This is an optimization exercise on Yosys and OpenROAD, whose aim is small area, not a production implementation. Only simulation tests tie the RTL to the original design; equivalence was not proved. Power is estimated from default activity; no workload was simulated.

[design.v]
package dataAcqPkg;
  typedef logic [127:0] sensorReadings_t;   
endpackage
`timescale 1ns/100ps
module dataAcqCore (
  input  logic         Clk,
  input  logic         En,
  input  logic [31:0]  cpuCommand,
  input  logic         statusClear,
  input  logic [127:0] sensorReadings,
  output logic [31:0]  resultForCpu,
  output logic [2:0]   statusBits
);
  logic sB, sX, sY;
  logic stIdle, stRun, stRun1, stLoad;
  assign stIdle = !sB && !sX && !sY;
  assign stRun  = sB && !sX;
  assign stRun1 = sB && sY;
  assign stLoad = !sB && sX;
  logic errSticky, doneLatched;
  assign statusBits = {sB, errSticky, doneLatched};
  logic [2:0] cTyp;
  logic [1:0] cMode;
  logic [3:0] cNcc, cCfg;
  logic [5:0] cNs;
  logic       cEdge, cSilc, cUns, cNccNz;
  assign cTyp   = cpuCommand[29:27];
  assign cMode  = cpuCommand[31:30];
  assign cNcc   = cpuCommand[23:20];
  assign cNs    = cpuCommand[23:18];
  assign cCfg   = cpuCommand[3:0];
  assign cEdge  = (cTyp == 3'd1) || (cTyp == 3'd4);
  assign cSilc  = (cTyp == 3'd5);
  assign cUns   = (cTyp == 3'd0) || (cTyp == 3'd3);
  assign cNccNz = |cNcc;
  logic [11:0] ringA [8];
  logic [6:0]  ringB [4];
  logic [7:0]  ringAv;   
  logic [3:0]  ringBv;
  logic [2:0]  ph;
  logic [2:0]  pendT;    
  logic        pend1, pend2;
  logic [12:0] rVal;
  logic [2:0]  rErr;
  logic [1:0]  rTag;
  logic [2:0]  typ;
  logic [1:0]  mode;
  logic        k1, k2;     
  logic [1:0]  sErr;       
  logic [11:0] lim;        
  logic [12:0] acc;        
  logic [5:0]  slp;        
  logic [11:0] prev;       
  logic isEdge, isSilc, isAna;
  assign isEdge = (typ == 3'd1) || (typ == 3'd4);
  assign isSilc = (typ == 3'd5);
  assign isAna  = (typ == 3'd2) || (typ == 3'd6) || (typ == 3'd7);
  logic [2:0]  posA;
  logic [1:0]  posB;
  logic        hit;
  logic [11:0] tap;
  assign posA = {mode[1], typ[1] ^ typ[2], typ[0]} + ph;
  assign posB = {mode[1], typ[2]} + ph[1:0];
  assign hit  = isEdge ? (posB == 2'd0) : (posA[1:0] == 2'd0);
  assign tap  = isEdge ? {5'd0, ringB[0]} : posA[2] ? ringA[4] : ringA[0];
  logic [11:0] smp;
  always_comb begin
    case (typ)
      3'd1:    smp = {11'd0, sensorReadings[16]};
      3'd4:    smp = {11'd0, sensorReadings[64]};
      3'd2:    smp = sensorReadings[32 +: 12];
      3'd5:    smp = sensorReadings[80 +: 12];
      3'd6:    smp = sensorReadings[96 +: 12];
      default: smp = sensorReadings[112 +: 12];
    endcase
  end
  logic [2:0]  cPosA;
  logic [1:0]  cPosB;
  logic        cByp, cHit, cRefMode;
  logic [11:0] cTap;
  assign cPosA    = {cMode[1], cTyp[1] ^ cTyp[2], cTyp[0]} + ph;
  assign cPosB    = {cMode[1], cTyp[2]} + ph[1:0];
  assign cByp     = (cMode[1] ? pend2 : pend1) && (cTyp == pendT);
  assign cHit     = cEdge ? (cPosB == 2'd0) : (cPosA[1:0] == 2'd0);
  assign cTap     = cEdge ? {5'd0, ringB[0]} : cPosA[2] ? ringA[4] : ringA[0];
  assign cRefMode = (cMode != 2'b00);
  logic cV;
  assign cV = cByp || (cEdge ? ringBv[cPosB] : ringAv[cPosA]);
  logic [2:0]  phN;
  assign phN = ph + 3'd1;
  logic        pendA, pendB, hitA;
  logic [2:0]  pPosA;
  logic [1:0]  pPosB1, pPosB2;
  logic        wA0, wA4, wB0;
  assign pendA  = (pendT == 3'd2) || (pendT == 3'd5) || (pendT == 3'd6) || (pendT == 3'd7);
  assign pendB  = (pendT == 3'd1) || (pendT == 3'd4);
  assign pPosA  = {1'b0, pendT[1] ^ pendT[2], pendT[0]} + phN;
  assign hitA   = pendA && (pPosA[1:0] == 2'd0);
  assign wA0    = hitA && (pPosA[2] ? pend2 : pend1);
  assign wA4    = hitA && (pPosA[2] ? pend1 : pend2);
  assign pPosB1 = {1'b0, pendT[2]} + phN[1:0];
  assign pPosB2 = {1'b1, pendT[2]} + phN[1:0];
  assign wB0    = pendB && ((pend1 && pPosB1 == 2'd0) || (pend2 && pPosB2 == 2'd0));
  always_ff @(posedge Clk)
    if (stLoad) pendT <= typ;
  always_ff @(posedge Clk) begin
    for (int i = 0; i < 8; i++)
      if (i != 0 && i != 4) ringA[i] <= ringA[i-1];
    ringA[0] <= wA0 ? rVal[11:0] : ringA[7];
    ringA[4] <= wA4 ? rVal[11:0] : ringA[3];
    for (int i = 1; i < 4; i++) ringB[i] <= ringB[i-1];
    ringB[0] <= wB0 ? rVal[6:0] : ringB[3];
  end
  logic rise, fall, evt, reached, limHit, dc;
  assign rise    = !prev[0] && smp[0];
  assign fall    = smp < prev;
  assign evt     = !stRun1 && fall;
  logic [5:0] slpNext;
  assign slpNext = slp + {5'd0, evt};
  assign reached = isSilc && (&slpNext);
  assign limHit  = (lim == 12'd0);
  assign dc      = limHit || reached;
  logic        needRef, incPend, stDone;
  logic        refAdd, inc0, ana0, lateInc, accCin;
  logic [12:0] accAdd, accSum;
  assign stDone  = sB && sX;
  assign refAdd  = needRef && hit && !stIdle;
  assign inc0    = stRun && (stRun1 || isSilc || (isEdge && rise));
  assign ana0    = isAna && stRun1;
  assign lateInc = stDone && incPend;
  assign accCin  = refAdd || inc0 || ana0 || lateInc;
  assign accAdd  = refAdd ? {1'b1, ~tap} :
                   ana0 ? {1'b0, smp} :
                   (lateInc && isAna) ? {1'b0, prev} : 13'd0;
  assign accSum  = acc + accAdd + {12'd0, accCin};
  always_ff @(posedge Clk) begin
    prev <= smp;
    if (stIdle) begin
      typ  <= cTyp;
      mode <= cMode;
      k1   <= (cMode == 2'b00) ? (!cV || cCfg == 4'b0010 || cCfg == 4'b0101) : cV;
      k2   <= (cCfg == 4'b0100) || (cCfg == 4'b0101);
      sErr <= cUns ? 2'b11 : ((cEdge && !cNccNz) || (cSilc && cNs == 6'd0)) ? 2'b01 : 2'b00;
      lim  <= cSilc ? cpuCommand[15:4] :
              (cEdge && cNccNz) ? {4'd0, cNcc - 4'd1, 4'hF} : 12'd0;
      acc  <= (cRefMode && cByp) ? ~{1'b0, rVal[11:0]} :
              (cRefMode && cHit) ? ~{1'b0, cTap} : 13'h1FFF;
      needRef <= cRefMode && !cByp && !cHit;
      incPend <= 1'b0;
      slp  <= ~cNs;
    end else begin
      lim <= lim - 12'd1;
      acc <= accSum;
      if (refAdd) needRef <= 1'b0;
      if (refAdd && (inc0 || ana0)) incPend <= 1'b1;
      slp <= slpNext;
      if (stRun) begin
        if (isSilc && limHit && !reached) sErr <= 2'b10;
      end
    end
  end
  logic        sensOk, wr1, wr2, okOut;
  logic [2:0]  outErr;
  logic [1:0]  outTag;
  assign sensOk = (sErr == 2'b00);
  always_comb begin
    wr1    = 1'b0;
    wr2    = 1'b0;
    okOut  = 1'b0;
    outTag = 2'b11;
    case (sErr)
      2'b01:   outErr = 3'b100;
      2'b10:   outErr = 3'b101;
      default: outErr = 3'b111;
    endcase
    if (sensOk) begin
      case (mode)
        2'b00: begin
          wr1    = k1;
          wr2    = k2;
          okOut  = 1'b1;
          outTag = 2'b00;
          outErr = (k1 || k2) ? 3'b110 : 3'b001;
        end
        2'b01: begin
          okOut  = k1;
          outTag = k1 ? 2'b01 : 2'b11;
          outErr = k1 ? 3'b001 : 3'b010;
        end
        2'b10: begin
          okOut  = k1;
          outTag = k1 ? 2'b10 : 2'b11;
          outErr = k1 ? 3'b001 : 3'b011;
        end
        default: outErr = 3'b111;
      endcase
    end
  end
  assign resultForCpu = {{4{rVal[12]}}, rVal[11:0], rErr, rTag[1] & rTag[0], rTag, 10'd0};
  always_ff @(posedge Clk or negedge En) begin
    if (!En) begin
      sB          <= 1'b0;
      sX          <= 1'b0;
      sY          <= 1'b0;
      errSticky   <= 1'b0;
      doneLatched <= 1'b0;
      ringAv      <= '0;
      ringBv      <= '0;
      rVal        <= '0;
      rErr        <= '0;
      rTag        <= '0;
      ph          <= '0;
      pend1       <= 1'b0;
      pend2       <= 1'b0;
    end else begin
      ph <= ph + 3'd1;
      for (int i = 0; i < 8; i++)
        if (i != 0 && i != 4) ringAv[i] <= ringAv[i-1];
      ringAv[0] <= wA0 || ringAv[7];
      ringAv[4] <= wA4 || ringAv[3];
      for (int i = 1; i < 4; i++) ringBv[i] <= ringBv[i-1];
      ringBv[0] <= wB0 || ringBv[3];
      sB <= (stIdle && (cpuCommand != 32'd0)) || stRun;
      sX <= sB && (sX || dc);
      sY <= (stIdle && (cpuCommand != 32'd0)) || (!sB && (sX || sY) && !statusClear);
      if (statusClear) begin
        errSticky   <= 1'b0;
        doneLatched <= 1'b0;
      end else if (stLoad) begin
        doneLatched <= 1'b1;
        if (outErr != 3'b001 && outErr != 3'b110) errSticky <= 1'b1;
      end
      if (stLoad) begin
        pend1 <= wr1;
        pend2 <= wr2;
        rVal <= okOut ? accSum : 13'd0;
        rErr <= outErr;
        rTag <= outTag;
      end
    end
  end
endmodule
[flow/run.sh]
#!/bin/bash
# Standard ORFS flow with two changes:
#  - synthesis maps logic with an area-oriented ABC script (flow/abc_area.script);
#    registers are untouched (same dfflibmap step as the standard synthesis)
#  - adders are left to ABC too (no ADDER_MAP_FILE half/full adder cells)
#  - every input and output port still gets a buffer, but a buf_1 one, and the
#    buffers synthesis puts on outputs sharing a net (insbuf) are buf_1 too
set -euo pipefail
rm -rf myscripts
cp -r "$FLOW_HOME/scripts" myscripts
cp flow/abc_area.script myscripts/abc_area.script
export SCRIPTS_DIR="$PWD/myscripts"
export BUFFER_PORTS_ARGS="-buffer_cell sky130_fd_sc_hd__buf_1"
bash standard.sh SCRIPTS_DIR="$PWD/myscripts" ADDER_MAP_FILE= "MIN_BUF_CELL_AND_PORTS=sky130_fd_sc_hd__buf_1 A X" finish > standard.log 2>&1
[flow/abc_area.script]
strash
&get -n
&st
&deepsyn -T 60
&dch -f
&nf -a -R 1000
&put
topo
[standard.sh]
#!/bin/bash
# synth_recipe.tcl (not shown) runs the flow's synth.tcl, then flattens the netlist and writes it again
# the make line also repeats each setting of config.mk as NAME=value (left out here)
make -C /OpenROAD-flow-scripts/flow DESIGN_CONFIG=/design/flow/config.mk WORK_HOME=/design/flow/orfs CLKGATE_MAP_FILE= SYNTH_SCRIPT=/design/flow/synth_recipe.tcl "${@:-finish}"
[config.mk]
export PLATFORM = sky130hd
export DESIGN_NAME = dataAcqCore
export DESIGN_NICKNAME = dataAcqCore
export VERILOG_FILES = /design/flow/design.v
export SDC_FILE = /design/flow/constraint.sdc
export NUM_CORES = 4
export LEC_CHECK = 0
export ABC_AREA = 1
export CAP_MARGIN = 20
export CORE_MARGIN = 2
export CORE_UTILIZATION = 65
export CTS_BUF_LIST = sky130_fd_sc_hd__clkbuf_8
export CTS_CLUSTER_DIAMETER = 50
export CTS_CLUSTER_SIZE = 16
export GPL_TIMING_DRIVEN = 0
export SLEW_MARGIN = 20
[constraint.sdc]
create_clock -name core_clock -period 10.0 [get_ports {Clk}]
set_input_delay 2.0000 -clock core_clock [delete_from_list [all_inputs] [get_ports {Clk}]]
set_output_delay 2.0000 -clock core_clock [all_outputs]
set_load 0.01 [all_outputs]
==> metrics.yaml, run 1 <==
max_slew_margin: 0.246
final_core_util: 0.765
setup_viol: 0
cts_max_level: 1
critPathArrivalTime_ns: 7.68
layout_commonest_cell: "dfxtp_1"
grt_pass1_wl_um: 30800
synthDominantCellAreaShare: 0.416
fin_cells: 1071
synth_edf_count: 13
detail-route-antenna-nets: 0
hp-class: "reg2reg"
diodes: 0
io_pins: 198
hold_ws_ns: 0.321
drv_slew: 0
use_met2: 0.471
ys_ff_latch: 221
cts_setup_buffers: 0
end_kind: "flip-flop"
die_y_um: 116
synth_compound_gate_area_share: 0.153
drc_errors: 0
vias: 6363
synthMuxAreaShare: 0.0498
cts_resized: 0
worst_skew_pair.late_latency_ns: 0.51
ys.flop_type: "dfxtp_1"
register_area_mm2: 0.00475
power_mw: 2.60
synth_area_mm2: 0.00809
cts_hold_buffers: 0
leakage_nw: 3.59
worstSetupPathType: "reg2reg"
synth_top_family_by_area: "compound AO/OA/AOI/OAI gates"
fillers: 848
ys_seq_area_frac: 0.588
ys_warn_count: 3
synthCells: 747
min_from: "ringB[2][2]"
hold_viol: 0
cp.required_ns: 10.35
cts_tree: "yes"
drt_iter0_markers: 578
grt_use_met3: 0.0544
synth_fa_ha_area_frac: 0.0124
pre_cts_slack_ns: 2.44
rsz0062_at_grt: "false"
place_inst: 1039
final_area_mm2: 0.00922
cts_buffers: 18
worst_slack_ns: 2.67
synth_area_leaders: "dfxtp_1 (42%), dfrtp_1 (12%), edfxtp_1 (4.8%)"
grtUsageTotal: 0.295
core_area_mm2: 0.0121
start_util: 0.671
dpl-instance-area_mm2: 0.00884
ys_types: 54
path_clk_slew_ns: 0.09
grt_busiest_layer: "met2"
routed_wl_um: 19700
drive_gt1_frac: 0.0443
power_density_mw_per_mm2: 281
critPathLaunch: "typ[1]"
drv_cap: 0
worstReg2RegStart: "typ[1]"
status: "finished clean"
clock_skew_ns: 0.0164
async_flop_share: 0.181
tightest_slew_ns: 1.12
overflow: 0
synth_xor_area_frac: 0.0585
dieArea_mm2: 0.0134
vdd_drop_max_uv: 184
grt_pass1_vias: 6082
multi_input_area_mm2: 0.00324
area_growth_syn_to_layout_pct: 14.0
fmax_mhz: 136
grt_max_degree: 29
gp_routability_congestion: 0.900
tns_ns: 0
wl_per_cell_um: 18.4
crit_fanout: 13
clock_path_buffers: 3
die_w_um: 116
fin_crit_sh: 0.733
synth_simple_gate_area_frac: 0.118
cts-root-buf: "clkbuf_8"
avgViaCountPerCell: 5.94
fin_nets: 1054
layout_common_cells: "dfxtp_1 (168), buf_1 (124), nand2_1 (82), nor2_1 (43), dfrtp_1 (40)"
firstDrtPassIters: 5
fin_crit_ns: 7.33
portBuffers: 109
synth_top_area_cell: "dfxtp_1"
antenna_found_initial: 0
grt_use_met1: 0.400
cp-start-kind: "flip-flop"
row_count: 40
place.detailed.hpwl_um: 13800
cts.sinks: 221
avgSynthCellArea_um2: 10.8
-- per-layer routing --
metal / part of all wire / wire length [um]
met2: 0.46 / 9110
met4: 0.039 / 766
met5: 0 / 0
met1: 0.42 / 8290
met3: 0.080 / 1570
-- sequential cells by signal, summed over array words and instances (netlist names), 3 cells and up --
| register | count |
|---|---|
| ph | 3 |
| ringB | 28 |
| typ | 3 |
| slp | 6 |
| rErr | 3 |
| pendT | 3 |
| ringAv | 8 |
| lim | 12 |
| ringA | 96 |
| prev | 12 |
| ringBv | 4 |
| rVal | 13 |
| acc | 13 |
-- Yosys cell counts (7+ instances only) --
master / n
maj3_1: 10
buf_1: 16
o22ai_1: 11
nor2_1: 43
o21ai_0: 40
a221oi_1: 13
dfxtp_1: 168
clkinv_1: 28
nor3_1: 16
a22oi_1: 11
a222oi_1: 17
a21boi_0: 9
and2_0: 7
nand2b_1: 9
nand2_1: 82
edfxtp_1: 13
or3_1: 7
xor2_1: 16
dfrtp_1: 40
nand3_1: 8
mux2_1: 34
xnor2_1: 38
a21oi_1: 31
-- worst paths after layout --
check                                    to  slack [ns]  cells after the start
worst max-delay path               rVal[12]        2.67                     25
min in group asynchronous           rVal[7]        1.40                      1
worst min register to register  ringB[3][2]        0.32                      0
max in group asynchronous         ringAv[6]        8.09                      2
worst max register to register     rVal[12]        2.67                     25
worst min-delay path            ringB[3][2]        0.32                      0
-- cell type report --
type | instances | area share
sequential | 221 | 0.515
tap | 168 | 0.0228
timing repair buffer | 115 | 0.0520
inverter | 28 | 0.0114
clock inverter | 9 | 0.00678
clock buffer | 23 | 0.0343
buffer | 16 | 0.00651
multi-input combinational | 491 | 0.351
-- worst max-delay path, stage by stage, from the launching register on --
cell and delay [ns]:
edfxtp_1 0.58, or3_1 0.47, nand2_1 0.10, nor2_1 0.04
or4_1 0.48, o41ai_1 0.18, nor2b_1 0.29, and2_0 0.39
a21oi_1 0.25, a41oi_1 0.23, maj3_1 0.47, maj3_1 0.41
maj3_1 0.42, maj3_1 0.43, maj3_1 0.41, clkinv_1 0.07
maj3_1 0.22, maj3_1 0.23, clkinv_1 0.08, maj3_1 0.39
clkinv_1 0.06, a21o_1 0.15, a21oi_1 0.12, maj3_1 0.40
xnor2_1 0.20, o21ai_0 0.09
-- cell families (layout without fill, tap and decap cells) --
| family | after synthesis | in the layout |
|---|---|---|
| buffers and inverters | 44 | 191 |
| adder cells (fa/ha/maj) | 10 | 10 |
| flip-flops | 221 | 221 |
| multiplexers | 36 | 36 |
| other | 1 | 10 |
| XOR/XNOR | 54 | 54 |
| AND/OR/NAND/NOR | 205 | 205 |
| AO/OA/AOI/OAI | 176 | 176 |
-- power breakdown --
| part | switching (mW) | total (mW) | internal, mW |
|---|---|---|---|
| clock network | 0.279 | 0.514 | 0.235 |
| logic | 0.476 | 0.831 | 0.355 |
| registers | 0.147 | 1.25 | 1.10 |
| total | 0.901 | 2.60 | 1.69 |
==> inputs of run 2 (changes only) <==
--- a/config.mk
+++ b/config.mk
@@ -13,4 +13,3 @@
 export CTS_CLUSTER_DIAMETER = 50
 export CTS_CLUSTER_SIZE = 16
-export GPL_TIMING_DRIVEN = 0
 export SLEW_MARGIN = 20
==> metrics.yaml, run 2 <==
firstDrtPassIters: 5  # unchanged
area_growth_syn_to_layout_pct: 12.6
worstRegToRegCells: 25  # unchanged
io_pins: 198  # unchanged
drv_cap: 0  # unchanged
cts.sinks: 221  # unchanged
drt_iter0_markers: 480  # -17%
drv_slew: 0  # unchanged
drc_errors: 0  # unchanged
leakage_nw: 3.56  # -0.89%
cp-start-kind: "flip-flop"
pre_cts_slack_ns: 2.38  # -0.0642 ns
max_slew_margin: 0.217  # -0.0283
antenna_found_initial: 0  # unchanged
cts_buffers: 18  # unchanged
grt_max_degree: 41  # +41%
portBuffers: 109  # unchanged
fin_cells: 1055  # -1.5%
end_kind: "flip-flop"
cp_slowest_cell: "edfxtp_1"
hold_path_end: "ringA[7][11]"
place.detailed.hpwl_um: 13500  # -2.4%
cts_max_level: 1  # unchanged
diodes: 0  # unchanged
synth.most_common_cell: "dfxtp_1"
synth_top_area_cell: "dfxtp_1"
synthDominantCellAreaShare: 0.416  # unchanged
grtUsageTotal: 0.293  # -0.00187
cts_resized: 0  # unchanged
hold_ws_ns: 0.330  # +0.00923 ns
fin_crit_sh: 0.730  # -0.00288
worstReg2RegStart: "typ[1]"
fmax_mhz: 137  # +0.39%
gp_routability_congestion: 0.928  # +3.1%
max_stage_delay_ns: 0.57  # about the same
worstSetupPathType: "reg2reg"
critPathArrivalTime_ns: 7.66  # -0.02 ns
async_flop_share: 0.181  # unchanged
crit_top_cell: "maj3_1"
cp.required_ns: 10.36  # about the same
synthCells: 747  # unchanged
fin_crit_ns: 7.30  # -0.0288 ns
largest_register_ff_count: 96  # unchanged
worst_skew_pair.late_latency_ns: 0.51  # about the same
wl_per_cell_um: 18.2  # -1.0%
clock_skew_ns: 0.0206  # +0.00422 ns
cts_hold_buffers: 0  # unchanged
netlist_top_cells_count: "dfxtp_1 (168), nand2_1 (82), nor2_1 (43)"
top_register: "ringA"
power_density_mw_per_mm2: 282  # about the same
rsz0062_at_grt: "false"
clock_path_buffers: 3  # unchanged
avgSynthCellArea_um2: 10.8  # unchanged
routed_wl_um: 19200  # -2.5%
ys_warn_count: 3  # unchanged
ys_seq_area_frac: 0.588  # unchanged
layout_common_cells: "dfxtp_1 (168), buf_1 (108), nand2_1 (82), nor2_1 (43), dfrtp_1 (40)"
ys.flop_type: "dfxtp_1"
vias: 6278  # -1.3%
tns_ns: 0  # unchanged
hold_viol: 0  # unchanged
path_clk_slew_ns: 0.10  # about the same
tightest_slew_ns: 1.17  # +0.0487 ns
power_mw: 2.57  # -1.2%
status: "finished clean"
reg_top3: "ringA x96, ringB x28"
cts_tree: "yes"
crit_fanout: 13  # unchanged
start_util: 0.671  # unchanged
avgViaCountPerCell: 5.95  # +0.16%
hp-class: "reg2reg"
drive_gt1_frac: 0.0395  # -0.00484
cts_setup_buffers: 0  # unchanged
worst_slack_ns: 2.70  # +0.0288 ns
cts-root-buf: "clkbuf_8"
synth_edf_count: 13  # unchanged
min_path_cells: 0  # unchanged
crit-reg2reg-capture: "rVal[12]"
setup_viol: 0  # unchanged
core_area_mm2: 0.0121  # unchanged
die_y_um: 116  # unchanged
synth_area_leaders: "dfxtp_1 (42%), dfrtp_1 (12%), edfxtp_1 (4.8%)"
overflow: 0  # unchanged
fillers: 855  # +0.83%
detail-route-antenna-nets: 0  # unchanged
min_from: "ringA[6][11]"
grt_pass1_vias: 5982  # -1.6%
vdd_drop_max_uv: 166  # -10%
synth_area_mm2: 0.00809  # unchanged
layout_commonest_cell: "dfxtp_1"
ys_types: 54  # unchanged
place_inst: 1025  # -1.3%
fin_nets: 1040  # -1.3%
r2r_slack_ns: 2.70  # +0.03 ns
row_count: 40  # unchanged
grt_pass1_wl_um: 30600  # -0.83%
die_w_um: 116  # unchanged
dieArea_mm2: 0.0134  # unchanged
ys_ff_latch: 221  # unchanged
## run 2: changes by cell type in the layout (fill, tap and decap cells not counted), moves of 2 or more
| cell | change |
|---|---|
| clkbuf_8 | -2 |
| buf_1 | -16 |
| buf_4 | +6 |
| nor3_2 | -2 |
| buf_6 | -3 |
| nor3_1 | +2 |
## run 2: worst max-delay path: cells and delay by family, from the launching register on
family	cells	cell delay, ns
AND/OR/NAND/NOR	6	1.72
flip-flops	1	0.57
buffers and inverters	3	0.23
AO/OA/AOI/OAI	6	1.02
adder cells (fa/ha/maj)	9	3.35
XOR/XNOR	1	0.25
## run 2: cell type report
class	instances	area (um^2)	area share
clock buffers	21	289	0.0317
clock inverters	9	65.1	0.00714
inverters	28	105	0.0115
multi-input cells	491	3220	0.353
flip-flops and latches	221	4750	0.522
well taps	168	210	0.0231
repair buffers	117	470	0.0516
## run 2: how the worst max path moves through the flow
stage | from | endpoint | slack, ns | depth (start not counted)
floorplan | sensorReadings[16] | rVal[12] | 3.13 | 25
global placement | sensorReadings[16] | rVal[12] | 2.44 | 26
detailed placement | sensorReadings[16] | rVal[12] | 2.38 | 26
CTS | typ[1] | rVal[12] | 2.77 | 25
global route | typ[2] | rVal[12] | 2.22 | 26
finish | typ[1] | rVal[12] | 2.70 | 25
## run 2: logic make-up (layout without fill, tap and decap cells)
logic type | after synthesis | count (layout) | share of synthesized area
other cells | 1 | 10 | 0.000464
buf+inv | 44 | 175 | 0.0204
mux | 36 | 36 | 0.0498
flops | 221 | 221 | 0.588
simple gates | 205 | 205 | 0.118
fa+ha+maj | 10 | 10 | 0.0124
xor+xnor | 54 | 54 | 0.0585
compound gates | 176 | 176 | 0.153
## run 2: through the flow
stage	cell area [um^2]	utilization
2_1_floorplan	8120	-
3_3_place_gp	8750	0.726
3_5_place_dp	8750	0.726
4_1_cts	9110	0.755
5_1_grt	9110	0.755
6_report	9110	0.755
## run 2: power by group
part           leakage (nW)  internal [mW]  switching [mW]
registers              1.99           1.10           0.146
logic                  1.36          0.353           0.466
clock network         0.207          0.219           0.277
total                  3.56           1.68           0.889
## run 2: layer usage
metal,wire length [um],track usage,vias up
li1,-,-,2951
met4,619,0.117,0
met3,1300,0.0413,52
met5,0,0,-
met1,8410,0.409,3011
met2,8920,0.465,264
==> inputs of run 3 (changes only) <==
--- a/flow/run.sh
+++ b/flow/run.sh
@@ -12,3 +12,3 @@
 export SCRIPTS_DIR="$PWD/myscripts"
 export BUFFER_PORTS_ARGS="-buffer_cell sky130_fd_sc_hd__buf_1"
-bash standard.sh SCRIPTS_DIR="$PWD/myscripts" ADDER_MAP_FILE= "MIN_BUF_CELL_AND_PORTS=sky130_fd_sc_hd__buf_1 A X" finish > standard.log 2>&1
+bash standard.sh SCRIPTS_DIR="$PWD/myscripts" ADDER_MAP_FILE= "CTS_ARGS=-sink_clustering_enable -repair_clock_nets -dont_use_dummy_load -buf_list sky130_fd_sc_hd__clkbuf_8 -sink_clustering_size 16 -sink_clustering_max_diameter 50" "MIN_BUF_CELL_AND_PORTS=sky130_fd_sc_hd__buf_1 A X" finish > standard.log 2>&1
==> metrics.yaml, run 3 <==
status: "finished clean"
synthCells: 747  # unchanged
critical_path.top_delay_family: "adder cells"
async_flop_share: 0.181  # unchanged
netlist_top_cells_count: "dfxtp_1 (168), nand2_1 (82), nor2_1 (43)"
synth_area_mm2: 0.00809  # unchanged
layout_commonest_cell: "dfxtp_1"
diodes: 0  # unchanged
detail-route-antenna-nets: 0  # unchanged
power_frac_comb: 0.328  # +0.009
ys_seq_area_frac: 0.588  # unchanged
register_area_mm2: 0.00475  # unchanged
worstRegToRegCells: 25  # unchanged
synth.most_common_cell: "dfxtp_1"
worst_skew_pair.late_latency_ns: 0.51  # about the same
min_path_cells: 0  # unchanged
layout_common_cells: "dfxtp_1 (168), buf_1 (108), nand2_1 (82), nor2_1 (43), dfrtp_1 (40)"
vias: 6150  # -2.0%
fillers: 874  # +2.2%
setup_viol: 0  # unchanged
synthDominantCellAreaShare: 0.416  # unchanged
cp-start-kind: "flip-flop"
die_w_um: 116  # unchanged
end_kind: "flip-flop"
rsz0062_at_grt: "false"
cp.required_ns: 10.36  # about the same
hold_viol: 0  # unchanged
cts_resized: 0  # unchanged
max_stage_delay_ns: 0.57  # about the same
reg_top3: "ringA x96, ringB x28"
fmax_mhz: 138  # +0.39%
grt_pass1_wl_um: 30400  # -0.39%
drive_gt1_frac: 0.0343  # -0.00517
drv_slew: 0  # unchanged
tightest_slew_ns: 1.14  # -0.0286 ns
avgSynthCellArea_um2: 10.8  # unchanged
io_pins: 198  # unchanged
fin_crit_ns: 7.27  # -0.0282 ns
cts_tree: "yes"
synth_edf_count: 13  # unchanged
antenna_found_initial: 0  # unchanged
grtUsageTotal: 0.292  # -0.00132
core_area_mm2: 0.0121  # unchanged
ys_types: 54  # unchanged
hp-class: "reg2reg"
crit_fanout: 13  # unchanged
firstDrtPassIters: 8  # +3
portBuffers: 109  # unchanged
area_growth_syn_to_layout_pct: 11.3
cts_max_level: 1  # unchanged
grt_pass1_vias: 5989  # +0.12%
worstSetupPathType: "reg2reg"
cp_num_cells: 25  # unchanged
vdd_drop_max_uv: 163  # -1.7%
grt_max_degree: 41  # unchanged
drv_cap: 0  # unchanged
leakage_nw: 3.48  # -2.2%
ys_ff_latch: 221  # unchanged
worst-path-buf-inv: 3  # unchanged
dpl-instance-area_mm2: 0.00875  # unchanged
power_density_mw_per_mm2: 276  # -1.8%
critPathArrivalTime_ns: 7.63  # -0.03 ns
cts_hold_buffers: 0  # unchanged
place.detailed.hpwl_um: 13500  # unchanged
drt_iter0_markers: 508  # +5.8%
clock_skew_ns: 0.0399  # +0.0193 ns
tns_ns: 0  # unchanged
row_count: 40  # unchanged
final_area_mm2: 0.00901  # -1.2%
synth_top_area_cell: "dfxtp_1"
start_util: 0.671  # unchanged
dieArea_mm2: 0.0134  # unchanged
synth_area_leaders: "dfxtp_1 (42%), dfrtp_1 (12%), edfxtp_1 (4.8%)"
fin_crit_sh: 0.727  # -0.00282
swShare: 0.349  # +0.00271
cp_slowest_cell: "edfxtp_1"
top_register: "ringA"
wl_per_cell_um: 18.4  # +1.0%
ys_warn_count: 3  # unchanged
clkPwrFrac: 0.170  # -0.024
gp_routability_congestion: 0.928  # unchanged
max_slew_margin: 0.236  # +0.0191
fin_nets: 1040  # unchanged
cts_buffers: 18  # unchanged
power.switching_mw: 0.869  # -2.2%
cts-root-buf: "clkbuf_8"
avgViaCountPerCell: 5.90  # -0.91%
p_seq_frac: 0.502  # +0.014
clock_path_buffers: 3  # unchanged
drc_errors: 0  # unchanged
cts.sinks: 221  # unchanged
ys.flop_type: "dfxtp_1"
multi_input_area_mm2: 0.00322  # unchanged
p_int_mw: 1.62  # -3.4%
crit_top_cell: "maj3_1"
cts_setup_buffers: 0  # unchanged
die_y_um: 116  # unchanged
path_clk_slew_ns: 0.10  # about the same
routed_wl_um: 19200  # -0.12%
largest_register_ff_count: 96  # unchanged
overflow: 0  # unchanged
## run 3: cell count changes in the layout (fill, tap and decap cells not counted), sizes merged
cell | before | now
bufinv | 1 | 0
clkbuf | 22 | 19
inv | 8 | 0
## run 3: worst register-to-register path: stages, from the launching register on
cell and delay [ns]:
edfxtp_1 0.57, or3_1 0.45, nand2_1 0.09, nor2_1 0.04
or4_1 0.47, o41ai_1 0.17, nor2b_1 0.28, and2_0 0.39
a21oi_1 0.25, a41oi_1 0.21, maj3_1 0.46, maj3_1 0.42
maj3_1 0.41, maj3_1 0.42, maj3_1 0.41, clkinv_1 0.08
maj3_1 0.22, maj3_1 0.24, clkinv_1 0.10, maj3_1 0.40
clkinv_1 0.06, a21o_1 0.16, a21oi_1 0.12, maj3_1 0.37
xnor2_1 0.25, o21ai_0 0.11
## run 3: cell type report
class | count | share of cell area
repair buffers | 117 | 0.0522
flip-flops and latches | 221 | 0.528
well taps | 168 | 0.0233
clock buffers | 18 | 0.0275
multi-input cells | 491 | 0.357
inverters | 28 | 0.0117
## run 3: final timing paths
| path | startpoint | end | slack (ns) |
|---|---|---|---|
| max | typ[1] | rVal[12] | 2.73 |
| min | ringA[6][11] | ringA[7][11] | 0.31 |
| max reg2reg | typ[1] | rVal[12] | 2.73 |
| min reg2reg | ringA[6][11] | ringA[7][11] | 0.31 |
| max in group asynchronous | En | rVal[8] | 8.01 |
| min in group asynchronous | En | sX | 1.57 |
## run 3: per-layer routing
| layer | vias up | wire length (um) | GRT usage | part of all wire |
|---|---|---|---|---|
| li1 | 2943 | - | - | - |
| met1 | 2936 | 8490 | 0.406 | 0.44 |
| met2 | 226 | 8910 | 0.462 | 0.46 |
| met3 | 45 | 1200 | 0.0455 | 0.062 |
| met4 | 0 | 622 | 0.116 | 0.032 |
| met5 | - | 0 | 0 | 0 |
## run 3: power by group through the flow
stage / logic, mW / registers (mW) / clock network, mW
final: 0.816 / 1.25 / 0.422
after global routing: 0.913 / 1.27 / 0.459
after detailed placement: 0.805 / 1.27 / 0
after floorplan: 0.602 / 1.23 / 0
after CTS: 0.812 / 1.25 / 0.429
after global placement: 0.773 / 1.25 / 0
## run 3: logic make-up after synthesis
logic type                 count (synthesis)  synth area share
DFF                                      221             0.588
and+or+nand+nor                          205             0.118
AOI/OAI and AO/OA                        176             0.153
xor gates and xnor gates                  54            0.0585
buffers and inverters                     44            0.0204
muxes                                     36            0.0498
adders and majority gates                 10            0.0124
other                                      1          0.000464
## run 3: stage by stage
step | worst slack [ns] | power (mW) | util | hold slack (ns) | std cells
final | 2.73 | 2.49 | 0.747 | 0.314 | 1043
after global placement | 2.44 | 2.02 | 0.726 | 0.310 | 1025
after CTS | 2.78 | 2.49 | 0.746 | 0.318 | 1043
after global routing | 2.23 | 2.64 | 0.747 | 0.337 | 1043
after floorplan | 3.13 | 1.84 | - | 0.310 | 756
after detailed placement | 2.38 | 2.07 | 0.726 | 0.312 | 1025
==> inputs of run 4 (changes only) <==
--- a/design.v
+++ b/design.v
@@ -41,5 +41,6 @@
   logic [2:0]  pendT;    
   logic        pend1, pend2;
-  logic [12:0] rVal;
+  logic [12:0] rVal, rValNext;
+  logic        sensOk, wr1, wr2, okOut;
   logic [2:0]  rErr;
   logic [1:0]  rTag;
@@ -93,13 +94,18 @@
   logic [1:0]  pPosB1, pPosB2;
   logic        wA0, wA4, wB0;
-  assign pendA  = (pendT == 3'd2) || (pendT == 3'd5) || (pendT == 3'd6) || (pendT == 3'd7);
-  assign pendB  = (pendT == 3'd1) || (pendT == 3'd4);
-  assign pPosA  = {1'b0, pendT[1] ^ pendT[2], pendT[0]} + phN;
+  logic [2:0]  pT;
+  logic        p1, p2;
+  assign pT     = stLoad ? typ : pendT;
+  assign p1     = stLoad ? wr1 : pend1;
+  assign p2     = stLoad ? wr2 : pend2;
+  assign pendA  = (pT == 3'd2) || (pT == 3'd5) || (pT == 3'd6) || (pT == 3'd7);
+  assign pendB  = (pT == 3'd1) || (pT == 3'd4);
+  assign pPosA  = {1'b0, pT[1] ^ pT[2], pT[0]} + phN;
   assign hitA   = pendA && (pPosA[1:0] == 2'd0);
-  assign wA0    = hitA && (pPosA[2] ? pend2 : pend1);
-  assign wA4    = hitA && (pPosA[2] ? pend1 : pend2);
-  assign pPosB1 = {1'b0, pendT[2]} + phN[1:0];
-  assign pPosB2 = {1'b1, pendT[2]} + phN[1:0];
-  assign wB0    = pendB && ((pend1 && pPosB1 == 2'd0) || (pend2 && pPosB2 == 2'd0));
+  assign wA0    = hitA && (pPosA[2] ? p2 : p1);
+  assign wA4    = hitA && (pPosA[2] ? p1 : p2);
+  assign pPosB1 = {1'b0, pT[2]} + phN[1:0];
+  assign pPosB2 = {1'b1, pT[2]} + phN[1:0];
+  assign wB0    = pendB && ((p1 && pPosB1 == 2'd0) || (p2 && pPosB2 == 2'd0));
   always_ff @(posedge Clk)
     if (stLoad) pendT <= typ;
@@ -107,8 +113,8 @@
     for (int i = 0; i < 8; i++)
       if (i != 0 && i != 4) ringA[i] <= ringA[i-1];
-    ringA[0] <= wA0 ? rVal[11:0] : ringA[7];
-    ringA[4] <= wA4 ? rVal[11:0] : ringA[3];
+    ringA[0] <= wA0 ? rValNext[11:0] : ringA[7];
+    ringA[4] <= wA4 ? rValNext[11:0] : ringA[3];
     for (int i = 1; i < 4; i++) ringB[i] <= ringB[i-1];
-    ringB[0] <= wB0 ? rVal[6:0] : ringB[3];
+    ringB[0] <= wB0 ? rValNext[6:0] : ringB[3];
   end
   logic rise, fall, evt, reached, limHit, dc;
@@ -144,7 +150,6 @@
       lim  <= cSilc ? cpuCommand[15:4] :
               (cEdge && cNccNz) ? {4'd0, cNcc - 4'd1, 4'hF} : 12'd0;
-      acc  <= (cRefMode && cByp) ? ~{1'b0, rVal[11:0]} :
-              (cRefMode && cHit) ? ~{1'b0, cTap} : 13'h1FFF;
-      needRef <= cRefMode && !cByp && !cHit;
+      acc  <= (cRefMode && cHit) ? ~{1'b0, cTap} : 13'h1FFF;
+      needRef <= cRefMode && !cHit;
       incPend <= 1'b0;
       slp  <= ~cNs;
@@ -160,5 +165,4 @@
     end
   end
-  logic        sensOk, wr1, wr2, okOut;
   logic [2:0]  outErr;
   logic [1:0]  outTag;
@@ -197,4 +201,5 @@
     end
   end
+  assign rValNext = stLoad ? (okOut ? accSum : 13'd0) : rVal;
   assign resultForCpu = {{4{rVal[12]}}, rVal[11:0], rErr, rTag[1] & rTag[0], rTag, 10'd0};
   always_ff @(posedge Clk or negedge En) begin
@@ -234,5 +239,5 @@
         pend1 <= wr1;
         pend2 <= wr2;
-        rVal <= okOut ? accSum : 13'd0;
+        rVal <= rValNext;
         rErr <= outErr;
         rTag <= outTag;
==> flow/run.sh (replaced) <==
#!/bin/bash
# Standard ORFS flow with two changes:
#  - synthesis maps logic with an area-oriented ABC script (flow/abc_area.script);
#    registers are untouched (same dfflibmap step as the standard synthesis)
#  - adders are left to ABC too (no ADDER_MAP_FILE half/full adder cells)
#  - clock tree synthesis without dummy loads (same tree settings otherwise)
#  - every input and output port still gets a buffer, but a buf_1 one, and the
#    buffers synthesis puts on outputs sharing a net (insbuf) are buf_1 too
set -euo pipefail
rm -rf myscripts
cp -r "$FLOW_HOME/scripts" myscripts
cp flow/abc_area.script myscripts/abc_area.script
export SCRIPTS_DIR="$PWD/myscripts"
export BUFFER_PORTS_ARGS="-buffer_cell sky130_fd_sc_hd__buf_1"
bash standard.sh SCRIPTS_DIR="$PWD/myscripts" ADDER_MAP_FILE= "CTS_ARGS=-sink_clustering_enable -repair_clock_nets -dont_use_dummy_load -buf_list sky130_fd_sc_hd__clkbuf_16 -sink_clustering_size 32 -sink_clustering_max_diameter 80" "MIN_BUF_CELL_AND_PORTS=sky130_fd_sc_hd__buf_1 A X" finish > standard.log 2>&1
==> metrics.yaml, run 4 <==
drt_iter0_markers: 593  # +17%
vdd_drop_max_uv: 166  # +2.3%
synth.most_common_cell: "dfxtp_1"
cts_hold_buffers: 0  # unchanged
synthCells: 738  # -1.2%
wl_per_cell_um: 18.1  # -1.6%
layout_common_cells: "dfxtp_1 (171), buf_1 (108), nand2_1 (78), o21ai_0 (48), nor2_1 (45)"
critPathArrivalTime_ns: 7.77  # +0.14 ns
cts_tree: "yes"
drive_gt1_frac: 0.0279  # -0.00638
worstReg2RegStart: "typ[0]"
largest_register_ff_count: 96  # unchanged
cp-start-kind: "flip-flop"
async_flop_share: 0.181  # unchanged
synth_fa_ha_area_frac: 0.00503  # -0.00735
place.detailed.hpwl_um: 12700  # -5.6%
synth_area_mm2: 0.00797  # -1.5%
rsz0062_at_grt: "false"
max_slew_margin: 0.246  # +0.00977
power_frac_comb: 0.338  # +0.010
power.switching_mw: 0.834  # -4.1%
firstDrtPassIters: 12  # +4
synth_simple_gate_area_frac: 0.111  # -0.00729
io_pins: 198  # unchanged
ys_seq_area_frac: 0.593  # +0.00528
crit-reg2reg-capture: "ringA[0][11]"
die_y_um: 115  # -0.74%
clkPwrFrac: 0.186  # +0.016
grt_pass1_wl_um: 29000  # -4.6%
multi_input_area_mm2: 0.00312  # -3.2%
dpl-instance-area_mm2: 0.00861  # -1.6%
dieArea_mm2: 0.0132  # -1.5%
routed_wl_um: 18300  # -5.0%
fmax_mhz: 135  # -1.9%
p_seq_frac: 0.476  # -0.026
crit_top_cell: "nor2_1"
leakage_nw: 3.56  # +2.2%
fillers: 888  # +1.6%
synthMuxAreaShare: 0.0517  # +0.00187
min_from: "ringA[2][11]"
path_clk_slew_ns: 0.11  # about the same
synth_top_family_by_area: "compound AO/OA/AOI/OAI gates"
final_area_mm2: 0.00890  # -1.1%
ys_warn_count: 3  # unchanged
ys.flop_type: "dfxtp_1"
cts_setup_buffers: 0  # unchanged
core_area_mm2: 0.0120  # -0.42%
pre_cts_slack_ns: 2.38  # +0.00709 ns
drv_slew: 0  # unchanged
row_count: 40  # unchanged
cp.required_ns: 10.36  # about the same
synth_top_area_cell: "dfxtp_1"
detail-route-antenna-nets: 0  # unchanged
drv_cap: 0  # unchanged
hold_ws_ns: 0.276  # -0.0377 ns
fin_crit_sh: 0.741  # +0.0140
portBuffers: 109  # unchanged
avgSynthCellArea_um2: 10.8  # -0.31%
end_kind: "flip-flop"
p_int_mw: 1.60  # -1.2%
max_stage_delay_ns: 0.66  # +0.09 ns
worstSetupPathType: "reg2reg"
synth_xor_area_frac: 0.0518  # -0.00664
r2r_slack_ns: 2.59  # -0.14 ns
synth_compound_gate_area_share: 0.165  # +0.0124
vias: 6073  # -1.3%
grtUsageTotal: 0.281  # -0.0107
power_density_mw_per_mm2: 273  # -1.1%
area_growth_syn_to_layout_pct: 11.7
tightest_slew_ns: 1.12  # -0.0198 ns
top_register: "ringA"
synth_area_leaders: "dfxtp_1 (43%), dfrtp_1 (13%), mux2_1 (4.7%)"
ys_types: 51  # -5.6%
synth_edf_count: 10  # -3
cp_slowest_cell: "a31oi_1"
tns_ns: 0  # unchanged
hold_viol: 0  # unchanged
swShare: 0.343  # -0.00656
avgViaCountPerCell: 6.03  # +2.3%
crit_fanout: 13  # unchanged
cts_buffers: 11  # -7
worst_slack_ns: 2.59  # -0.140 ns
setup_viol: 0  # unchanged
worst-path-buf-inv: 1  # -2
netlist_top_cells_count: "dfxtp_1 (171), nand2_1 (78), o21ai_0 (49)"
cts_max_level: 1  # unchanged
diodes: 0  # unchanged
cts_resized: 0  # unchanged
ys_ff_latch: 221  # unchanged
worstRegToRegCells: 28  # +12%
grt_max_degree: 41  # unchanged
gp_routability_congestion: 0.861  # -7.2%
overflow: 0  # unchanged
final_core_util: 0.741  # -0.00543
layout_commonest_cell: "dfxtp_1"
drc_errors: 0  # unchanged
grt_pass1_vias: 5744  # -4.1%
hp-class: "reg2reg"
cts-root-buf: "clkbuf_16"
register_area_mm2: 0.00472  # -0.63%
antenna_found_initial: 0  # unchanged
cts.sinks: 221  # unchanged
hold_path_end: "ringA[3][11]"
place_inst: 995  # -2.9%
reg_top3: "ringA x96, ringB x28"
clock_skew_ns: 0.0445  # +0.00464 ns
synthDominantCellAreaShare: 0.430  # +0.0139
fin_crit_ns: 7.41  # +0.140 ns
min_path_cells: 0  # unchanged
power_mw: 2.43  # -2.2%
start_util: 0.663  # -0.00741
die_w_um: 115  # -0.74%
fin_cells: 1007  # -3.5%
fin_nets: 1025  # -1.4%
critical_path.top_delay_family: "simple AND/OR/NAND/NOR gates"
status: "finished clean"
worst_skew_pair.late_latency_ns: 0.46  # -0.05 ns
clock_path_buffers: 3  # unchanged
==> run 4: cell count changes in the layout (fill, tap and decap cells not counted), sizes merged, moves of 4 or more <==
cell,change
clkbuf,-8
a22oi,-6
o22a,+4
o22ai,-4
maj3,-6
o211ai,+6
a211oi,+4
o21ai,+9
nand2,-4
xnor2,-9
==> run 4: worst reg2reg max path: cells and delay by family, from the launching register on <==
family	cells	cell delay, ns
xor gates and xnor gates	1	0.26
adders and majority gates	3	1.22
and+or+nand+nor	13	2.73
AOI/OAI and AO/OA	9	2.18
buffers and inverters	1	0.12
muxes	1	0.31
DFF	1	0.51
==> run 4: logic make-up after synthesis <==
| family | after synthesis |
|---|---|
| buffers and inverters | 47 |
| AND/OR/NAND/NOR | 194 |
| multiplexers | 37 |
| XOR/XNOR | 44 |
| flip-flops | 221 |
| AO/OA/AOI/OAI | 190 |
| adder cells (fa/ha/maj) | 4 |
| other | 1 |
==> run 4: worst max-delay path by stage <==
stage	from	endpoint	depth (start not counted)
detailed placement	sensorReadings[16]	ringA[0][11]	28
finish	typ[0]	ringA[0][11]	28
global placement	sensorReadings[16]	ringA[4][11]	28
floorplan	sensorReadings[16]	ringA[0][11]	27
global route	typ[0]	ringA[4][11]	28
CTS	typ[0]	ringA[0][11]	28
==> run 4: cell type report <==
cell class	instances	share of cell area
Inverter	31	0.0131
Multi-Input combinational cell	479	0.350
Timing Repair Buffer	118	0.0548
Clock buffer	11	0.0309
Tap cell	147	0.0207
Sequential cell	221	0.531
==> run 4: power by group through the flow <==
stage	clock [mW]	sequential [mW]	combinational [mW]
after floorplan	0	1.16	0.603
after global placement	0	1.17	0.775
after detailed placement	0	1.17	0.804
after CTS	0.458	1.16	0.811
after global routing	0.492	1.18	0.923
final	0.454	1.16	0.822
==> run 4: layer usage <==
metal	GRT usage	routed length (um)
met5	0	0
met4	0.0819	444
met3	0.0371	1170
met2	0.455	8650
met1	0.401	8000
==> inputs of run 5 (changes only) <==
--- a/flow/run.sh
+++ b/flow/run.sh
@@ -13,3 +13,3 @@
 export SCRIPTS_DIR="$PWD/myscripts"
 export BUFFER_PORTS_ARGS="-buffer_cell sky130_fd_sc_hd__buf_1"
-bash standard.sh SCRIPTS_DIR="$PWD/myscripts" ADDER_MAP_FILE= "CTS_ARGS=-sink_clustering_enable -repair_clock_nets -dont_use_dummy_load -buf_list sky130_fd_sc_hd__clkbuf_16 -sink_clustering_size 32 -sink_clustering_max_diameter 80" "MIN_BUF_CELL_AND_PORTS=sky130_fd_sc_hd__buf_1 A X" finish > standard.log 2>&1
+bash standard.sh SCRIPTS_DIR="$PWD/myscripts" ADDER_MAP_FILE= "CTS_ARGS=-sink_clustering_enable -repair_clock_nets -dont_use_dummy_load -buf_list {sky130_fd_sc_hd__clkbuf_8 sky130_fd_sc_hd__clkbuf_16} -sink_clustering_size 24 -sink_clustering_max_diameter 60" "MIN_BUF_CELL_AND_PORTS=sky130_fd_sc_hd__buf_1 A X" finish > standard.log 2>&1
==> metrics.yaml, run 5 <==
synth_area_leaders: "dfxtp_1 (43%), dfrtp_1 (13%), mux2_1 (4.7%)"
crit_top_cell: "nor2_1"
hold_ws_ns: 0.301  # +0.0245 ns
cts_resized: 0  # unchanged
rsz0062_at_grt: "false"
detail-route-antenna-nets: 0  # unchanged
vias: 6119  # +0.76%
power_frac_comb: 0.330  # -0.008
ys_warn_count: 3  # unchanged
cts_buffers: 14  # +3
critPathArrivalTime_ns: 7.77  # about the same
tightest_slew_ns: 1.10  # -0.0201 ns
grtUsageTotal: 0.287  # +0.00549
cp.required_ns: 10.36  # about the same
overflow: 0  # unchanged
synth_compound_gate_area_share: 0.165  # unchanged
min_from: "ringA[2][11]"
tns_ns: 0  # unchanged
cts-root-buf: "clkbuf_16"
end_kind: "flip-flop"
setup_viol: 0  # unchanged
io_pins: 198  # unchanged
fmax_mhz: 135  # about the same
final_core_util: 0.748  # +0.00625
max_stage_delay_ns: 0.64  # -0.02 ns
synthCells: 738  # unchanged
cts_hold_buffers: 0  # unchanged
top_register: "ringA"
synth_xor_area_frac: 0.0518  # unchanged
p_int_mw: 1.65  # +3.2%
cts.sinks: 221  # unchanged
fin_cells: 1010  # +0.30%
p_seq_frac: 0.463  # -0.013
die_w_um: 115  # unchanged
synth_simple_gate_area_frac: 0.111  # unchanged
row_count: 40  # unchanged
firstDrtPassIters: 7  # -5
path_clk_slew_ns: 0.09  # -0.02 ns
routed_wl_um: 18500  # +1.1%
diodes: 0  # unchanged
hold_viol: 0  # unchanged
grt_pass1_wl_um: 29600  # +1.8%
crit-reg2reg-capture: "ringA[0][11]"
synth_top_area_cell: "dfxtp_1"
gp_routability_congestion: 0.861  # unchanged
worstSetupPathType: "reg2reg"
start_util: 0.663  # unchanged
ys.flop_type: "dfxtp_1"
grt_pass1_vias: 5861  # +2.0%
ys_types: 51  # unchanged
vdd_drop_max_uv: 191  # +15%
cp_slowest_cell: "a31oi_1"
clkPwrFrac: 0.207  # +0.021
max_slew_margin: 0.260  # +0.0135
wl_per_cell_um: 18.3  # +0.79%
ys_seq_area_frac: 0.593  # unchanged
synth.most_common_cell: "dfxtp_1"
worst_skew_pair.late_latency_ns: 0.47  # about the same
dieArea_mm2: 0.0132  # unchanged
hold_path_end: "ringA[3][11]"
place.detailed.hpwl_um: 12700  # unchanged
drv_cap: 0  # unchanged
clock_skew_ns: 0.0335  # -0.0110 ns
leakage_nw: 3.59  # +1.0%
clock_path_buffers: 3  # unchanged
antenna_found_initial: 0  # unchanged
synth_area_mm2: 0.00797  # unchanged
swShare: 0.339  # -0.00348
synth_top_family_by_area: "compound AO/OA/AOI/OAI gates"
ys_ff_latch: 221  # unchanged
status: "finished clean"
cts_max_level: 1  # unchanged
avgViaCountPerCell: 6.06  # +0.46%
synth_fa_ha_area_frac: 0.00503  # unchanged
place_inst: 995  # unchanged
fin_crit_ns: 7.41  # -0.00511 ns
fin_nets: 1028  # +0.29%
dpl-instance-area_mm2: 0.00861  # unchanged
pre_cts_slack_ns: 2.38  # unchanged
core_area_mm2: 0.0120  # unchanged
worstReg2RegStart: "typ[0]"
power.switching_mw: 0.848  # +1.6%
power_density_mw_per_mm2: 278  # +1.8%
drive_gt1_frac: 0.0313  # +0.00338
layout_commonest_cell: "dfxtp_1"
synthDominantCellAreaShare: 0.430  # unchanged
crit_fanout: 13  # unchanged
cp-start-kind: "flip-flop"
hp-class: "reg2reg"
layout_common_cells: "dfxtp_1 (171), buf_1 (108), nand2_1 (78), o21ai_0 (48), nor2_1 (45)"
largest_register_ff_count: 96  # unchanged
worst_slack_ns: 2.59  # +0.00511 ns
async_flop_share: 0.181  # unchanged
drv_slew: 0  # unchanged
cts_setup_buffers: 0  # unchanged
min_path_cells: 0  # unchanged
synth_edf_count: 10  # unchanged
fin_crit_sh: 0.741  # about the same
cts_tree: "yes"
netlist_top_cells_count: "dfxtp_1 (171), nand2_1 (78), o21ai_0 (49)"
area_growth_syn_to_layout_pct: 12.7
reg_top3: "ringA x96, ringB x28"
avgSynthCellArea_um2: 10.8  # unchanged
die_y_um: 115  # unchanged
drc_errors: 0  # unchanged
synthMuxAreaShare: 0.0517  # unchanged
power_mw: 2.50  # +2.7%
final_area_mm2: 0.00898  # +0.84%
grt_max_degree: 41  # unchanged
worstRegToRegCells: 28  # unchanged
r2r_slack_ns: 2.59  # about the same
drt_iter0_markers: 525  # -11%
portBuffers: 109  # unchanged
## run 5: cell types whose count changed in the layout (fill, tap and decap cells not counted)
cell       previous run  this run
clkbuf_16            11        14
## run 5: worst max path at each step
stage                       startpoint      endpoint  slack [ns]  cells past startpoint
floorplan           sensorReadings[16]  ringA[0][11]        3.16                     27
CTS                             typ[0]  ringA[0][11]        2.72                     28
global placement    sensorReadings[16]  ringA[4][11]        2.46                     28
global route                    typ[0]  ringA[4][11]        2.02                     28
detailed placement  sensorReadings[16]  ringA[0][11]        2.38                     28
finish                          typ[0]  ringA[0][11]        2.59                     28
## run 5: final cells by class
cell class / instances / area [um^2]
inverter: 31 / 116
timing repair buffer: 118 / 488
clock buffer: 14 / 350
tap: 147 / 184
multi-input combinational: 479 / 3120
fill: 872 / 3030
sequential: 221 / 4720
## run 5: per-layer routing
layer,part of all wire,global-route usage,up-vias
li1,-,-,2902
met1,0.43,0.401,2953
met2,0.48,0.461,224
met3,0.070,0.0466,40
met4,0.025,0.0916,0
met5,0,0,-
## run 5: cells by family after synthesis
logic type / count (synthesis)
mux: 37
buf+inv: 47
xor+xnor: 44
flops: 221
simple gates: 194
other cells: 1
fa+ha+maj: 4
compound gates: 190
## run 5: power groups by stage
stage                     Combinational (mW)  Sequential (mW)  Clock (mW)
after floorplan                        0.603             1.16           0
after global placement                 0.775             1.17           0
after detailed placement               0.804             1.17           0
after CTS                              0.814             1.16       0.524
after global routing                   0.927             1.18       0.558
final                                  0.825             1.16       0.516
## run 5: worst max-delay path: cells and delay by family, from the launching register on
family	cells	cell delay, ns
xor gates and xnor gates	1	0.26
buffers and inverters	1	0.11
muxes	1	0.31
DFF	1	0.50
and+or+nand+nor	13	2.72
adders and majority gates	3	1.22
AOI/OAI and AO/OA	9	2.16
==> inputs of run 6 (changes only) <==
--- a/flow/run.sh
+++ b/flow/run.sh
@@ -13,3 +13,3 @@
 export SCRIPTS_DIR="$PWD/myscripts"
 export BUFFER_PORTS_ARGS="-buffer_cell sky130_fd_sc_hd__buf_1"
-bash standard.sh SCRIPTS_DIR="$PWD/myscripts" ADDER_MAP_FILE= "CTS_ARGS=-sink_clustering_enable -repair_clock_nets -dont_use_dummy_load -buf_list {sky130_fd_sc_hd__clkbuf_8 sky130_fd_sc_hd__clkbuf_16} -sink_clustering_size 24 -sink_clustering_max_diameter 60" "MIN_BUF_CELL_AND_PORTS=sky130_fd_sc_hd__buf_1 A X" finish > standard.log 2>&1
+bash standard.sh SCRIPTS_DIR="$PWD/myscripts" ADDER_MAP_FILE= "CTS_ARGS=-sink_clustering_enable -repair_clock_nets -dont_use_dummy_load -buf_list {sky130_fd_sc_hd__clkbuf_4} -sink_clustering_size 12 -sink_clustering_max_diameter 35" "MIN_BUF_CELL_AND_PORTS=sky130_fd_sc_hd__buf_1 A X" finish > standard.log 2>&1
==> metrics.yaml, run 6 <==
cp.required_ns: 10.53  # +0.17 ns
crit_top_cell: "nor2_1"
synth_top_area_cell: "dfxtp_1"
clock_skew_ns: 0.0601  # +0.0265 ns
synth_simple_gate_area_frac: 0.111  # unchanged
cts-root-buf: "clkbuf_4"
rsz0062_at_grt: "false"
cts_max_level: 1  # unchanged
leakage_nw: 3.56  # -0.96%
overflow: 0  # unchanged
tightest_slew_ns: 1.09  # -0.0123 ns
netlist_top_cells_count: "dfxtp_1 (171), nand2_1 (78), o21ai_0 (49)"
synth_compound_gate_area_share: 0.165  # unchanged
layout_commonest_cell: "dfxtp_1"
async_flop_share: 0.181  # unchanged
synth_xor_area_frac: 0.0518  # unchanged
avgSynthCellArea_um2: 10.8  # unchanged
cp-start-kind: "flip-flop"
grt_pass1_vias: 5932  # +1.2%
setup_viol: 0  # unchanged
fmax_mhz: 136  # +0.44%
dpl-instance-area_mm2: 0.00861  # unchanged
synth.most_common_cell: "dfxtp_1"
path_clk_slew_ns: 0.11  # +0.02 ns
gp_routability_congestion: 0.861  # unchanged
synth_edf_count: 10  # unchanged
hold_viol: 0  # unchanged
status: "finished clean"
drive_gt1_frac: 0.0489  # +0.0176
ys_types: 51  # unchanged
area_growth_syn_to_layout_pct: 11.1
hp-class: "reg2reg"
start_util: 0.663  # unchanged
antenna_found_initial: 0  # unchanged
max_stage_delay_ns: 0.62  # -0.02 ns
cts_resized: 0  # unchanged
max_slew_margin: 0.268  # +0.00829
drv_slew: 0  # unchanged
wl_per_cell_um: 17.9  # -2.3%
synthCells: 738  # unchanged
largest_register_ff_count: 96  # unchanged
fin_crit_sh: 0.737  # -0.00327
grt_pass1_wl_um: 29400  # -0.72%
synth_top_family_by_area: "compound AO/OA/AOI/OAI gates"
io_pins: 198  # unchanged
place_inst: 995  # unchanged
die_y_um: 115  # unchanged
vias: 6154  # +0.57%
reg_top3: "ringA x96, ringB x28"
ys_ff_latch: 221  # unchanged
power_density_mw_per_mm2: 269  # -3.5%
critPathArrivalTime_ns: 7.91  # +0.14 ns
drv_cap: 0  # unchanged
worstSetupPathType: "reg2reg"
cts_buffers: 30  # +16
grtUsageTotal: 0.284  # -0.00223
diodes: 0  # unchanged
fin_crit_ns: 7.37  # -0.0327 ns
dieArea_mm2: 0.0132  # unchanged
portBuffers: 109  # unchanged
place.detailed.hpwl_um: 12700  # unchanged
avgViaCountPerCell: 6.00  # -1.0%
synth_area_leaders: "dfxtp_1 (43%), dfrtp_1 (13%), mux2_1 (4.7%)"
worst_skew_pair.late_latency_ns: 0.65  # +0.18 ns
fillers: 901  # +3.3%
die_w_um: 115  # unchanged
worst-path-buf-inv: 1  # unchanged
hold_ws_ns: 0.289  # -0.0119 ns
synthMuxAreaShare: 0.0517  # unchanged
row_count: 40  # unchanged
layout_common_cells: "dfxtp_1 (171), buf_1 (108), nand2_1 (78), o21ai_0 (48), nor2_1 (45)"
synth_fa_ha_area_frac: 0.00503  # unchanged
power_mw: 2.38  # -4.8%
cts_hold_buffers: 0  # unchanged
tns_ns: 0  # unchanged
fin_nets: 1044  # +1.6%
synthDominantCellAreaShare: 0.430  # unchanged
top_register: "ringA"
grt_max_degree: 41  # unchanged
critical_path.top_delay_family: "simple AND/OR/NAND/NOR gates"
end_kind: "flip-flop"
clock_path_buffers: 3  # unchanged
detail-route-antenna-nets: 0  # unchanged
ys.flop_type: "dfxtp_1"
drt_iter0_markers: 606  # +15%
fin_cells: 1026  # +1.6%
ys_seq_area_frac: 0.593  # unchanged
cts.sinks: 221  # unchanged
firstDrtPassIters: 6  # -1
final_area_mm2: 0.00885  # -1.4%
ys_warn_count: 3  # unchanged
vdd_drop_max_uv: 186  # -2.8%
routed_wl_um: 18300  # -0.76%
synth_area_mm2: 0.00797  # unchanged
drc_errors: 0  # unchanged
crit_fanout: 13  # unchanged
cts_tree: "yes"
cts_setup_buffers: 0  # unchanged
cp_slowest_cell: "a31oi_1"
core_area_mm2: 0.0120  # unchanged
run 6: final timing paths:
check | to | cells after the start | from | slack (ns)
setup / recovery | ringA[0][11] | 28 | typ[0] | 2.63
hold / removal | ringB[2][2] | 0 | ringB[1][2] | 0.29
setup reg to reg | ringA[0][11] | 28 | typ[0] | 2.63
hold reg to reg | ringB[2][2] | 0 | ringB[1][2] | 0.29
max in group asynchronous | ph[1] | 1 | En | 8.22
min in group asynchronous | rVal[4] | 1 | En | 1.35
run 6: metal layers:
| layer | track usage | share of wire | up-vias |
|---|---|---|---|
| met5 | 0 | 0 | - |
| met2 | 0.455 | 0.47 | 239 |
| met3 | 0.0551 | 0.077 | 39 |
| met4 | 0.0908 | 0.023 | 0 |
| met1 | 0.395 | 0.43 | 2935 |
| li1 | - | - | 2941 |
run 6: cell type report:
cell class	instances	area, um^2	area share
clock buffer	30	225	0.0254
inverter	31	116	0.0131
multi-input combinational	479	3120	0.352
sequential	221	4720	0.534
tap	147	184	0.0208
timing repair buffer	118	488	0.0551
run 6: logic make-up after synthesis:
group	after synthesis
AOI/OAI and AO/OA	190
other	1
DFF	221
xor gates and xnor gates	44
and+or+nand+nor	194
buffers and inverters	47
muxes	37
adders and majority gates	4
run 6: report_power, final:
group          internal, mW  switching (mW)  leakage (nW)
Combinational         0.349           0.473          1.36
Sequential             1.05           0.106          2.06
Clock                 0.137           0.262         0.138
run 6: worst reg2reg max path: cells and delay by family, from the launching register on:
kind            cells  cell delay, ns
compound gates      9            2.14
xor+xnor            1            0.26
fa+ha+maj           3            1.22
buf+inv             1            0.12
flops               1            0.50
mux                 1            0.31
simple gates       13            2.73
run 6: stage by stage:
stage	setup WS (ns)	util
after global placement	2.46	0.717
after global routing	2.02	0.737
after detailed placement	2.38	0.717
after CTS	2.74	0.736
final	2.63	0.737
after floorplan	3.16	-
==> inputs of run 7 (changes only) <==
--- a/flow/run.sh
+++ b/flow/run.sh
@@ -13,3 +13,3 @@
 export SCRIPTS_DIR="$PWD/myscripts"
 export BUFFER_PORTS_ARGS="-buffer_cell sky130_fd_sc_hd__buf_1"
-bash standard.sh SCRIPTS_DIR="$PWD/myscripts" ADDER_MAP_FILE= "CTS_ARGS=-sink_clustering_enable -repair_clock_nets -dont_use_dummy_load -buf_list {sky130_fd_sc_hd__clkbuf_4} -sink_clustering_size 12 -sink_clustering_max_diameter 35" "MIN_BUF_CELL_AND_PORTS=sky130_fd_sc_hd__buf_1 A X" finish > standard.log 2>&1
+bash standard.sh SCRIPTS_DIR="$PWD/myscripts" ADDER_MAP_FILE= "CTS_ARGS=-sink_clustering_enable -repair_clock_nets -dont_use_dummy_load -buf_list sky130_fd_sc_hd__clkbuf_8 -sink_clustering_size 16 -sink_clustering_max_diameter 50" "MIN_BUF_CELL_AND_PORTS=sky130_fd_sc_hd__buf_1 A X" finish > standard.log 2>&1
==> metrics.yaml, run 7 <==
routed_wl_um: 18400  # +0.50%
crit_top_cell: "nor2_1"
max_stage_delay_ns: 0.62  # about the same
fmax_mhz: 136  # +0.59%
clock_skew_ns: 0.0295  # -0.0305 ns
layout_commonest_cell: "dfxtp_1"
crit_fanout: 13  # unchanged
drv_cap: 0  # unchanged
die_y_um: 115  # unchanged
critPathArrivalTime_ns: 7.72  # -0.19 ns
tns_ns: 0  # unchanged
avgSynthCellArea_um2: 10.8  # unchanged
cts-root-buf: "clkbuf_8"
grtUsageTotal: 0.285  # +0.000972
vdd_drop_max_uv: 149  # -20%
hold_viol: 0  # unchanged
synth_edf_count: 10  # unchanged
synth_area_leaders: "dfxtp_1 (43%), dfrtp_1 (13%), mux2_1 (4.7%)"
place.detailed.hpwl_um: 12700  # unchanged
status: "finished clean"
die_w_um: 115  # unchanged
fin_crit_ns: 7.33  # -0.0431 ns
grt_pass1_wl_um: 29500  # +0.31%
hp-class: "reg2reg"
rsz0062_at_grt: "false"
drt_iter0_markers: 565  # -6.8%
area_growth_syn_to_layout_pct: 11.6
layout_common_cells: "dfxtp_1 (171), buf_1 (108), nand2_1 (78), o21ai_0 (48), nor2_1 (45)"
fillers: 900  # -0.11%
max_slew_margin: 0.246  # -0.0216
start_util: 0.663  # unchanged
grt_pass1_vias: 5929  # -0.051%
reg_top3: "ringA x96, ringB x28"
leakage_nw: 3.56  # about the same
cts_tree: "yes"
fin_crit_sh: 0.733  # -0.00431
drive_gt1_frac: 0.0369  # -0.0121
ys_ff_latch: 221  # unchanged
netlist_top_cells_count: "dfxtp_1 (171), nand2_1 (78), o21ai_0 (49)"
worstSetupPathType: "reg2reg"
ys_warn_count: 3  # unchanged
cts_hold_buffers: 0  # unchanged
grt_max_degree: 41  # unchanged
cts_max_level: 1  # unchanged
synthDominantCellAreaShare: 0.430  # unchanged
dieArea_mm2: 0.0132  # unchanged
cp_slowest_cell: "a31oi_1"
cts_setup_buffers: 0  # unchanged
vias: 6151  # -0.049%
synthCells: 738  # unchanged
async_flop_share: 0.181  # unchanged
avgViaCountPerCell: 6.06  # +1.0%
gp_routability_congestion: 0.861  # unchanged
clock_path_buffers: 3  # unchanged
final_area_mm2: 0.00889  # +0.41%
drv_slew: 0  # unchanged
path_clk_slew_ns: 0.09  # -0.02 ns
ys.flop_type: "dfxtp_1"
ys_seq_area_frac: 0.593  # unchanged
dpl-instance-area_mm2: 0.00861  # unchanged
detail-route-antenna-nets: 0  # unchanged
end_kind: "flip-flop"
antenna_found_initial: 0  # unchanged
cp.required_ns: 10.39  # -0.14 ns
ys_types: 51  # unchanged
portBuffers: 109  # unchanged
worst_skew_pair.late_latency_ns: 0.50  # -0.15 ns
synth_area_mm2: 0.00797  # unchanged
cts_buffers: 19  # -37%
cp-start-kind: "flip-flop"
setup_viol: 0  # unchanged
diodes: 0  # unchanged
top_register: "ringA"
drc_errors: 0  # unchanged
wl_per_cell_um: 18.1  # +1.6%
row_count: 40  # unchanged
final_core_util: 0.740  # +0.00302
synth_top_area_cell: "dfxtp_1"
fin_nets: 1033  # -1.1%
tightest_slew_ns: 1.12  # +0.0322 ns
firstDrtPassIters: 6  # unchanged
io_pins: 198  # unchanged
synth.most_common_cell: "dfxtp_1"
cts_resized: 0  # unchanged
cts.sinks: 221  # unchanged
core_area_mm2: 0.0120  # unchanged
power_density_mw_per_mm2: 271  # +0.97%
largest_register_ff_count: 96  # unchanged
overflow: 0  # unchanged
run 7: metal layers:
layer,vias to the layer above,part of all wire,GRT usage
met4,0,0.031,0.106
met2,267,0.47,0.454
li1,2909,-,-
met5,-,0,0
met1,2922,0.43,0.398
met3,53,0.074,0.0455
run 7: cell families after synthesis:
| kind of cell | after synthesis | synth area share |
|---|---|---|
| compound gates | 190 | 0.165 |
| xor+xnor | 44 | 0.0518 |
| fa+ha+maj | 4 | 0.00503 |
| buf+inv | 47 | 0.0221 |
| flops | 221 | 0.593 |
| mux | 37 | 0.0517 |
| other cells | 1 | 0.000471 |
| simple gates | 194 | 0.111 |
run 7: path summary, 6_finish.rpt:
check | end | slack [ns] | startpoint | depth (start not counted)
min reg2reg | ringB[2][2] | 0.30 | ringB[1][2] | 0
max reg2reg | ringA[0][11] | 2.67 | typ[0] | 28
min in group asynchronous | ringAv[2] | 1.49 | En | 1
max | ringA[0][11] | 2.67 | typ[0] | 28
min | ringB[2][2] | 0.30 | ringB[1][2] | 0
max in group asynchronous | ph[1] | 8.08 | En | 1
run 7: cell type report:
cell class	count	area [um^2]	area share
sequential	221	4720	0.531
clock buffer	19	262	0.0294
multi-input combinational	479	3120	0.350
tap	147	184	0.0207
timing repair buffer	118	488	0.0549
inverter	31	116	0.0131
run 7: worst max-delay path: cells and delay by family (launching register included):
family                     cells  cell delay, ns
and+or+nand+nor               13            2.68
adders and majority gates      3            1.22
muxes                          1            0.31
DFF                            1            0.50
AOI/OAI and AO/OA              9            2.14
buffers and inverters          1            0.12
xor gates and xnor gates       1            0.26
run 7: power breakdown:
group | internal [mW] | switching [mW] | total (mW) | leakage, nW
Clock | 0.171 | 0.260 | 0.430 | 0.137
Sequential | 1.05 | 0.106 | 1.16 | 2.06
Combinational | 0.349 | 0.475 | 0.823 | 1.36
run 7: per-stage QoR:
step / cells / setup WS (ns) / power [mW] / hold slack, ns
after CTS: 1014 / 2.73 / 2.41 / 0.305
after detailed placement: 995 / 2.38 / 1.98 / 0.312
after global placement: 995 / 2.46 / 1.94 / 0.311
after global routing: 1015 / 1.99 / 2.57 / 0.314
after floorplan: 747 / 3.16 / 1.76 / 0.310
final: 1015 / 2.67 / 2.41 / 0.299

Check on run 7: ideal ports give 2.671 ns setup slack; a clkbuf_16 on the clock port and buf_2 on the inputs give 2.671 ns; moving port delays by the midpoint clock arrival (0.524 ns) as well gives 2.283 ns.
